This design comes from an exercise in tuning for a short achievable clock period and few clock cycles on the open sky130 flow, not from production work.
Only simulation tests tie the RTL to the original design; equivalence was not proved.
Power is estimated from default activity; no workload was simulated.

==> flow/design.v (excerpt) <==
module rv32i_core (
    input  logic             clk,
    input  logic             rst,
    output logic [31:0]      imem_addr,
    input  logic [31:0]      imem_data,
    output logic             wb_valid,
    output logic [4:0]       wb_rd,
    output logic [31:0]      wb_data
);
==> module alu, before the edit <==
module alu (
    input  logic [rv32_pkg::RS_N-1:0] sel,
    input  logic                      sra,
    input  logic [31:0]               sum,
    input  logic                      lt,
    input  logic                      ltu,
    input  logic [31:0]               a,
    input  logic [31:0]               b,
    input  logic [31:0]               link,
    output logic [31:0]               result
);
    logic [31:0] sll;
    logic [31:0] srl;
    assign sll  = a << b[4:0];
    assign srl  = sra ? 32'($signed(a) >>> b[4:0]) : (a >> b[4:0]);
    assign result = ({32{sel[rv32_pkg::RS_ADD]}}  & sum)
                  | ({32{sel[rv32_pkg::RS_SLL]}}  & sll)
                  | ({32{sel[rv32_pkg::RS_SLT]}}  & {31'b0, lt})
                  | ({32{sel[rv32_pkg::RS_SLTU]}} & {31'b0, ltu})
                  | ({32{sel[rv32_pkg::RS_XOR]}}  & (a ^ b))
                  | ({32{sel[rv32_pkg::RS_SR]}}   & srl)
                  | ({32{sel[rv32_pkg::RS_OR]}}   & (a | b))
                  | ({32{sel[rv32_pkg::RS_AND]}}  & (a & b))
                  | ({32{sel[rv32_pkg::RS_LINK]}} & link);
endmodule
==> module execute_unit, before the edit <==
module execute_unit (
    input  logic                         clk,
    input  logic                         rst,
    input  logic                         e_valid,
    input  logic [31:1]                  e_pc,
    input  logic [31:1]                  e_link,
    input  logic [31:1]                  e_pnpc,
    input  logic                         e_seq_ok,
    input  logic [31:0]                  e_a,
    input  logic [31:0]                  e_b,
    input  logic                         e_fa,
    input  logic                         e_fb,
    input  logic [31:0]                  e_imm,
    input  logic [rv32_pkg::RS_N-1:0]    e_sel,
    input  logic                         e_sub,
    input  logic                         e_sra,
    input  logic [rv32_pkg::BR_N-1:0]    e_br,
    input  logic                         e_jal,
    input  logic                         e_jalr,
    input  logic                         e_push,
    input  logic                         e_pop,
    input  logic                         e_bwd,
    input  logic                         e_wr,
    input  logic [4:0]                   e_rd,
    output logic                         redirect_valid,
    output logic [31:1]                  redirect_target,
    output logic                         redirect_taken,
    output logic                         redirect_kill_t,
    output logic                         redirect_kill_n,
    output logic [31:1]                  redirect_tgt_t,
    output logic [31:1]                  redirect_tgt_n,
    output logic                         upd_valid,
    output logic [rv32_pkg::BTB_IDX-1:0] upd_idx,
    output logic [rv32_pkg::BTB_TAG-1:0] upd_tag,
    output logic                         upd_retc,
    output logic                         upd_bwd,
    output logic                         lpu_valid,
    output logic [rv32_pkg::LP_IDX-1:0]  lpu_idx,
    output logic                         lpu_taken,
    output logic                         ras_push,
    output logic                         ras_pop,
    output logic [rv32_pkg::BTB_TGT:1]   ras_link,
    output logic                         wb_valid,
    output logic [4:0]                   wb_rd,
    output logic [31:0]                  wb_data
);
    logic [31:0] op_a;
    logic [31:0] op_b;
    logic [31:0] result;
    logic [31:0] sum;
    logic        lt, ltu;
    logic [31:0] sum_p [0:3];
    logic [3:0]  lt_p, ltu_p, tk_p;
    logic        taken;
    logic [31:0] br_sum;
    logic [31:0] jr_sum;
    logic        br_ok, jr_ok;
    logic        kill_t, kill_n;
    logic [31:1] tgt_t, tgt_n;
    assign op_a = e_fa ? wb_data : e_a;
    assign op_b = e_fb ? wb_data : e_b;
    always_comb begin
        logic [31:0] pa, pb;
        logic        peq;
        for (int p = 0; p < 4; p++) begin
            pa = p[0] ? wb_data : e_a;
            pb = p[1] ? wb_data : e_b;
            sum_p[p] = e_sub ? (pa - pb) : (pa + pb);
            peq      = pa == pb;
            lt_p[p]  = $signed(pa) < $signed(pb);
            ltu_p[p] = pa < pb;
            tk_p[p]  = |(e_br & {!ltu_p[p], ltu_p[p], !lt_p[p], lt_p[p], !peq, peq});
        end
    end
    assign sum   = sum_p[{e_fb, e_fa}];
    assign lt    = lt_p[{e_fb, e_fa}];
    assign ltu   = ltu_p[{e_fb, e_fa}];
    assign taken = tk_p[{e_fb, e_fa}];
    alu u_alu (
        .sel    (e_sel),
        .sra    (e_sra),
        .sum    (sum),
        .lt     (lt),
        .ltu    (ltu),
        .a      (op_a),
        .b      (op_b),
        .link   ({e_link, 1'b0}),
        .result (result)
    );
    assign br_sum = {e_pc, 1'b0} + e_imm;
    assign jr_sum = e_fa ? (wb_data + e_imm) : (e_a + e_imm);
    always_comb begin
        logic [31:1] cb;
        logic [31:1] cj;
        logic [31:1] cw;
        logic        ja, jw;
        br_ok = 1'b1;
        ja    = 1'b1;
        jw    = 1'b1;
        cb[1] = 1'b0;
        cj[1] = e_a[0] & e_imm[0];
        cw[1] = wb_data[0] & e_imm[0];
        for (int i = 2; i < 32; i++) begin
            cb[i] = (e_pc[i-1] & e_imm[i-1]) | ((e_pc[i-1] ^ e_imm[i-1]) & ~e_pnpc[i-1]);
            cj[i] = (e_a[i-1] & e_imm[i-1]) | ((e_a[i-1] ^ e_imm[i-1]) & ~e_pnpc[i-1]);
            cw[i] = (wb_data[i-1] & e_imm[i-1]) | ((wb_data[i-1] ^ e_imm[i-1]) & ~e_pnpc[i-1]);
        end
        for (int i = 1; i < 32; i++) begin
            br_ok = br_ok & ~(e_pc[i] ^ e_imm[i] ^ e_pnpc[i] ^ cb[i]);
            ja    = ja & ~(e_a[i] ^ e_imm[i] ^ e_pnpc[i] ^ cj[i]);
            jw    = jw & ~(wb_data[i] ^ e_imm[i] ^ e_pnpc[i] ^ cw[i]);
        end
        jr_ok = e_fa ? jw : ja;
    end
    assign kill_t = e_valid && (e_jalr ? !jr_ok : !br_ok);
    assign tgt_t  = e_jalr ? jr_sum[31:1] : br_sum[31:1];
    assign kill_n = e_valid && (e_jalr ? !jr_ok : (e_jal ? !br_ok : !e_seq_ok));
    assign tgt_n  = e_jalr ? jr_sum[31:1] : (e_jal ? br_sum[31:1] : e_link);
    assign redirect_taken  = taken;
    assign redirect_kill_t = kill_t;
    assign redirect_kill_n = kill_n;
    assign redirect_tgt_t  = tgt_t;
    assign redirect_tgt_n  = tgt_n;
    assign redirect_valid  = taken ? kill_t : kill_n;
    assign redirect_target = taken ? tgt_t : tgt_n;
    assign ras_push = e_valid && e_push;
    assign ras_pop  = e_valid && e_pop;
    assign ras_link = e_link[rv32_pkg::BTB_TGT:1];
    always_ff @(posedge clk) begin
        upd_valid  <= redirect_valid && !(e_bwd && !taken) && !rst;
        upd_bwd    <= e_bwd;
        lpu_valid  <= e_valid && e_bwd && !rst;
        lpu_idx    <= e_pc[rv32_pkg::LP_IDX+1:2];
        lpu_taken  <= taken;
        upd_idx    <= e_pc[rv32_pkg::BTB_IDX+1:2];
        upd_tag    <= e_pc[rv32_pkg::BTB_IDX+rv32_pkg::BTB_TAG+1:rv32_pkg::BTB_IDX+2];
        upd_retc   <= e_pop;
    end
    always_ff @(posedge clk) begin
        wb_valid <= e_valid && e_wr && !rst;
        wb_rd    <= e_rd;
        wb_data  <= result;
    end
endmodule
make LEC_CHECK=0 ABC_CLOCK_PERIOD_IN_PS=3000 CAP_MARGIN=40 CORE_MARGIN=2 CORE_UTILIZATION=40 SETUP_SLACK_MARGIN=5 SLEW_MARGIN=40 finish   # period 8.5 ns
run.sh (not shown) runs the stock make flow with config.mk's settings and CLKGATE_MAP_FILE= SYNTH_SCRIPT=/design/flow/synth_recipe.tcl, a recipe that flattens the netlist after the stock synthesis.
Testbench counts at the start, summed over its fixed seeds: cycles 55,623.
Change:
--- a/flow/design.v
+++ b/flow/design.v
@@ -37,15 +37,19 @@
     input  logic                      lt,
     input  logic                      ltu,
     input  logic [31:0]               a,
     input  logic [31:0]               b,
+    input  logic [31:0]               a_reg,
+    input  logic [31:0]               a_fwd,
+    input  logic                      fa,
     input  logic [31:0]               link,
     output logic [31:0]               result
 );
     logic [31:0] sll;
     logic [31:0] srl;
-    assign sll  = a << b[4:0];
-    assign srl  = sra ? 32'($signed(a) >>> b[4:0]) : (a >> b[4:0]);
+    assign sll  = fa ? (a_fwd << b[4:0]) : (a_reg << b[4:0]);
+    assign srl  = fa ? (sra ? 32'($signed(a_fwd) >>> b[4:0]) : (a_fwd >> b[4:0]))
+                     : (sra ? 32'($signed(a_reg) >>> b[4:0]) : (a_reg >> b[4:0]));
     assign result = ({32{sel[rv32_pkg::RS_ADD]}}  & sum)
                   | ({32{sel[rv32_pkg::RS_SLL]}}  & sll)
                   | ({32{sel[rv32_pkg::RS_SLT]}}  & {31'b0, lt})
                   | ({32{sel[rv32_pkg::RS_SLTU]}} & {31'b0, ltu})
@@ -462,8 +466,11 @@
         .lt     (lt),
         .ltu    (ltu),
         .a      (op_a),
         .b      (op_b),
+        .a_reg  (e_a),
+        .a_fwd  (wb_data),
+        .fa     (e_fa),
         .link   ({e_link, 1'b0}),
         .result (result)
     );
     assign br_sum = {e_pc, 1'b0} + e_imm;
After rerunning: The changed run finished clean; worst setup slack loses 0.21 ns; power drops slightly; via count climbs by a few percent; clock skew drops by 0.046 ns; die area climbs slightly; sequential share of layout area drops by 1.3 points; clock-buffer cell count drops by 8; maximum frequency drops by a few percent; synthesized cell count climbs slightly; combinational power climbs by a few percent; design area climbs by a few percent; clock power drops by a few percent.
Testbench counts after the change, summed over its fixed seeds: cycles 55,623.

[port drivers added, routing unchanged]
The results above use ideal ports. As a check the final layouts listed here were re-extracted and re-timed, cells and wires unchanged.
Step 1 sets driving cells, clkbuf_16 on the clock port and buf_2 on the other inputs (assumed; they add their load-dependent delay and slew).
Step 2, shift: input delay + t, output delay - t, t = (earliest + latest rising clock arrival at the registers) / 2. This alone moves slack from input paths to output paths.
Slacks: no drivers / after step 1 / after step 2; pairs: no drivers / after step 1.
run	t (ns)	slack for setup (ns)	hold slack, ns	clock arrival spread, ns
the first run	1.084	4.207 / 4.207 / 3.811	0.329 / 0.329 / 0.329	0.113 / 0.112
the second run	1.086	3.997 / 3.997 / 3.651	0.396 / 0.396 / 0.396	0.084 / 0.084
After both steps every run listed still meets setup and hold. The setup slack of the first run, which loses most, moves by 0.000 ns with the drivers and by -0.396 ns with both steps.
